This design comes from an exercise in tuning for small area on the open sky130 flow, not from production work. The RTL was checked by simulation tests, not by an equivalence proof against the original design. Power and IR drop assume default switching activity.

// hdc_encoder_top
module hdc_encoder_top (
  input  logic              clk_i,
  input  logic              arst_n_i,
  input  logic              req_valid_i,
  input  logic              req_last_i,
  input  logic              req_cim_a_i,
  input  logic              req_cim_b_i,
  input  logic [9:0]        req_addr_a_i,
  input  logic [9:0]        req_addr_b_i,
  output logic [127:0]      qhv_o,
  output logic              qhv_valid_o
);
Size: roughly 6400 cells after synthesis, about 1100 flip-flops, about 160 I/O pins, roughly 53000 um2 of cells after synthesis.
==> module item_mem_port, before the edit <==
module item_mem_port (
  input  logic        cim_i,
  input  logic [9:0]  addr_i,
  input  logic        inv_i,
  output logic [31:0] nrot_o
);
  logic [31:0] seed;
  logic [4:0]  sel;
  logic [31:0] st [6];
  assign seed  = (cim_i ? hdc_pkg::CIM_BASE_SEED
                        : hdc_pkg::ORTHO_SEEDS[addr_i[9:7]*32 +: 32]) ^ {32{inv_i}};
  assign sel   = addr_i[4:0] & {5{~cim_i}};
  assign st[0] = seed;
  for (genvar k = 0; k < 5; k++) begin : g_stage
    for (genvar j = 0; j < 32; j++) begin : g_bit
      hdc_mux2i u_mux (
        .a0 ( st[k][j]                   ),
        .a1 ( st[k][(j + 32 - (1 << k)) % 32] ),
        .s  ( sel[k]                     ),
        .y  ( st[k+1][j]                 )
      );
    end
  end
  assign nrot_o = st[5];
endmodule
==> module hdc_encoder_top, before the edit <==
module hdc_encoder_top (
  input  logic              clk_i,
  input  logic              arst_n_i,
  input  logic              req_valid_i,
  input  logic              req_last_i,
  input  logic              req_cim_a_i,
  input  logic              req_cim_b_i,
  input  logic [9:0]        req_addr_a_i,
  input  logic [9:0]        req_addr_b_i,
  output logic [127:0]      qhv_o,
  output logic              qhv_valid_o
);
  logic       valid_q;
  logic       last_q;
  logic       cim_a_q, cim_b_q;
  logic [9:0] addr_a_q, addr_b_q;
  always_ff @(posedge clk_i or negedge arst_n_i) begin
    if (!arst_n_i) begin
      valid_q <= 1'b0;
    end else begin
      valid_q <= req_valid_i;
    end
  end
  always_ff @(posedge clk_i) begin
    last_q   <= req_last_i;
    cim_a_q  <= req_cim_a_i;
    cim_b_q  <= req_cim_b_i;
    addr_a_q <= req_addr_a_i;
    addr_b_q <= req_addr_b_i;
  end
  logic         par, nvalid;
  logic [31:0]  nrot_a, nrot_b, per_x, per;
  logic [6:0]   flip_a, flip_b, lo, hi;
  assign nvalid = ~valid_q;
  item_mem_port u_im_a (.cim_i(cim_a_q), .addr_i(addr_a_q), .inv_i(par),  .nrot_o(nrot_a));
  item_mem_port u_im_b (.cim_i(cim_b_q), .addr_i(addr_b_q), .inv_i(1'b0), .nrot_o(nrot_b));
  for (genvar j = 0; j < 32; j++) begin : g_per
    hdc_xnor2 u_x (.a(nrot_a[j]), .b(nrot_b[j]), .y(per_x[j]));
    hdc_nor2  u_v (.a(nvalid), .b(per_x[j]), .y(per[j]));
  end
  assign flip_a = cim_a_q ? addr_a_q[9:3] : 7'd0;
  assign flip_b = cim_b_q ? addr_b_q[9:3] : 7'd0;
  assign lo = (flip_a < flip_b) ? flip_a : flip_b;
  assign hi = (flip_a < flip_b) ? flip_b : flip_a;
  logic [7:0]  lo_gln, lo_gen, hi_gln, hi_gen;
  logic [15:0] lo_lln, hi_lln;
  always_comb begin
    for (int v = 0; v < 8; v++) begin
      lo_gln[v] = ~(v < lo[6:4]);
      lo_gen[v] = ~(v == lo[6:4]);
      hi_gln[v] = ~((v < hi[6:4]) & valid_q);
      hi_gen[v] = ~((v == hi[6:4]) & valid_q);
    end
    for (int v = 0; v < 16; v++) begin
      lo_lln[v] = ~(v < lo[3:0]);
      hi_lln[v] = ~(v < hi[3:0]);
    end
  end
  logic [127:0] lt_lo, nlt_hi, band, e;
  for (genvar i = 0; i < 128; i++) begin : g_bind
    hdc_o21ai u_lo (.a1(lo_gen[i/16]), .a2(lo_lln[i%16]), .b1(lo_gln[i/16]), .y(lt_lo[i]));
    hdc_o21a  u_hi (.a1(hi_gen[i/16]), .a2(hi_lln[i%16]), .b1(hi_gln[i/16]), .y(nlt_hi[i]));
    hdc_nor2  u_bd (.a(nlt_hi[i]), .b(lt_lo[i]), .y(band[i]));
    hdc_xor2  u_e  (.a(per[i % 32]), .b(band[i]), .y(e[i]));
  end
  hv_bundler u_bundler (
    .clk_i       ( clk_i       ),
    .arst_n_i    ( arst_n_i    ),
    .valid_i     ( valid_q     ),
    .last_i      ( last_q      ),
    .e_i         ( e           ),
    .par_o       ( par         ),
    .qhv_o       ( qhv_o       ),
    .qhv_valid_o ( qhv_valid_o )
  );
endmodule
export LEC_CHECK = 0
export ABC_AREA = 0
export CAP_MARGIN = 20
export CORE_MARGIN = 2
export CORE_UTILIZATION = 55
export PLACE_DENSITY = 0.7
export SLEW_MARGIN = 20
export SYNTH_HIERARCHICAL = 1
create_clock -name core_clock -period 5.0 [get_ports {clk_i}]
run.sh (not shown) runs the stock make flow with config.mk's settings and CLKGATE_MAP_FILE= SYNTH_SCRIPT=/design/flow/synth_recipe.tcl, a recipe that flattens the netlist after the stock synthesis.
==> next run, changes <==
--- a/flow/design.v
+++ b/flow/design.v
@@ -27,22 +27,22 @@
 module hdc_o21a  (input wire a1, input wire a2, input wire b1, output wire y); assign y = (a1 | a2) & b1;        endmodule
 module hdc_mux2i (input wire a0, input wire a1, input wire s, output wire y);  assign y = ~(s ? a1 : a0);         endmodule
 `default_nettype wire
 `default_nettype none
 module item_mem_port (
   input  logic        cim_i,
-  input  logic [9:0]  addr_i,
-  input  logic        inv_i,
+  input  logic [2:0]  set_i,
+  input  logic [4:0]  rot_i,      
   output logic [31:0] nrot_o
 );
   logic [31:0] seed;
   logic [4:0]  sel;
   logic [31:0] st [6];
   assign seed  = (cim_i ? hdc_pkg::CIM_BASE_SEED
-                        : hdc_pkg::ORTHO_SEEDS[addr_i[9:7]*32 +: 32]) ^ {32{inv_i}};
-  assign sel   = addr_i[4:0] & {5{~cim_i}};
+                        : hdc_pkg::ORTHO_SEEDS[set_i*32 +: 32]);
+  assign sel   = rot_i & {5{~cim_i}};
   assign st[0] = seed;
   for (genvar k = 0; k < 5; k++) begin : g_stage
     for (genvar j = 0; j < 32; j++) begin : g_bit
       hdc_mux2i u_mux (
         .a0 ( st[k][j]                   ),
         .a1 ( st[k][(j + 32 - (1 << k)) % 32] ),
@@ -126,41 +126,51 @@
   output logic [127:0]      qhv_o,
   output logic              qhv_valid_o
 );
   logic       valid_q;
   logic       last_q;
   logic       cim_a_q, cim_b_q;
-  logic [9:0] addr_a_q, addr_b_q;
+  logic [2:0] set_a_q, set_b_q;
+  logic [4:0] rot_a_q, rot_b_q;
+  logic [6:0] lo_q, hi_q;
+  logic [6:0] flip_a, flip_b, lo_d, hi_d;
+  assign flip_a = req_cim_a_i ? req_addr_a_i[9:3] : 7'd0;
+  assign flip_b = req_cim_b_i ? req_addr_b_i[9:3] : 7'd0;
+  assign lo_d   = (flip_a < flip_b) ? flip_a : flip_b;
+  assign hi_d   = (flip_a < flip_b) ? flip_b : flip_a;
   always_ff @(posedge clk_i or negedge arst_n_i) begin
     if (!arst_n_i) begin
       valid_q <= 1'b0;
     end else begin
       valid_q <= req_valid_i;
     end
   end
   always_ff @(posedge clk_i) begin
-    last_q   <= req_last_i;
-    cim_a_q  <= req_cim_a_i;
-    cim_b_q  <= req_cim_b_i;
-    addr_a_q <= req_addr_a_i;
-    addr_b_q <= req_addr_b_i;
+    last_q  <= req_last_i;
+    cim_a_q <= req_cim_a_i;
+    cim_b_q <= req_cim_b_i;
+    set_a_q <= req_addr_a_i[9:7];
+    set_b_q <= req_addr_b_i[9:7];
+    rot_a_q <= req_addr_a_i[4:0];
+    rot_b_q <= req_addr_b_i[4:0];
+    lo_q    <= lo_d;
+    hi_q    <= hi_d;
   end
   logic         par, nvalid;
-  logic [31:0]  nrot_a, nrot_b, per_x, per;
-  logic [6:0]   flip_a, flip_b, lo, hi;
+  logic [31:0]  nrot_a, nrot_b, per_x, per_p, per;
+  logic [6:0]   lo, hi;
   assign nvalid = ~valid_q;
-  item_mem_port u_im_a (.cim_i(cim_a_q), .addr_i(addr_a_q), .inv_i(par),  .nrot_o(nrot_a));
-  item_mem_port u_im_b (.cim_i(cim_b_q), .addr_i(addr_b_q), .inv_i(1'b0), .nrot_o(nrot_b));
+  item_mem_port u_im_a (.cim_i(cim_a_q), .set_i(set_a_q), .rot_i(rot_a_q), .nrot_o(nrot_a));
+  item_mem_port u_im_b (.cim_i(cim_b_q), .set_i(set_b_q), .rot_i(rot_b_q), .nrot_o(nrot_b));
   for (genvar j = 0; j < 32; j++) begin : g_per
     hdc_xnor2 u_x (.a(nrot_a[j]), .b(nrot_b[j]), .y(per_x[j]));
-    hdc_nor2  u_v (.a(nvalid), .b(per_x[j]), .y(per[j]));
-  end
-  assign flip_a = cim_a_q ? addr_a_q[9:3] : 7'd0;
-  assign flip_b = cim_b_q ? addr_b_q[9:3] : 7'd0;
-  assign lo = (flip_a < flip_b) ? flip_a : flip_b;
-  assign hi = (flip_a < flip_b) ? flip_b : flip_a;
+    hdc_xor2  u_p (.a(per_x[j]), .b(par), .y(per_p[j]));
+    hdc_nor2  u_v (.a(nvalid), .b(per_p[j]), .y(per[j]));
+  end
+  assign lo = lo_q;
+  assign hi = hi_q;
   logic [7:0]  lo_gln, lo_gen, hi_gln, hi_gen;
   logic [15:0] lo_lln, hi_lln;
   always_comb begin
     for (int v = 0; v < 8; v++) begin
       lo_gln[v] = ~(v < lo[6:4]);
       lo_gen[v] = ~(v == lo[6:4]);
What happened: Power falls by 2.6%. Clock power came out higher by about 2%. Combinational power drops by about 9%. Area after synthesis decreases by 1.1%. Wire length decreases by 6.3%. Design area went down by 2.9%. Die area came out lower by 1.1%. Critical path depth is unchanged. Sequential power barely changes. Final cell count goes down by 2.9%. Setup slack gains 0.039 ns. Count of clock-buffer cells in the layout decreases by 8. Synthesized cell count goes down by 2.0%. Global-route usage goes down by 1.4 points.

==> static timing again, ports no longer ideal <==
No port has a modelled driver above. Below, the same layouts with a new extraction and two added sets of constraints. Step 1 sets driving cells, clkbuf_16 on the clock port and buf_2 on the other inputs (assumed; they add their load-dependent delay and slew). Step 2 times the ports against the registers' clock, not the clock port: input delays grow and output delays shrink by t, the midpoint of the rising clock arrivals with the driver on. a / b / c = no drivers / after step 1 / after step 2; a / b = the first two.
run | shift t [ns] | setup slack, ns | hold slack, ns | worst setup path after step 2 | worst data-port slew with drivers (ns)
the first run | 0.755 | 0.299 / 0.299 / 0.299 | 0.477 / 0.469 / 0.477 | register to register | 0.07
the second run | 0.763 | 0.339 / 0.339 / 0.339 | 0.496 / 0.482 / 0.496 | register to register | 0.08
After both steps setup and hold are still met in every run listed.
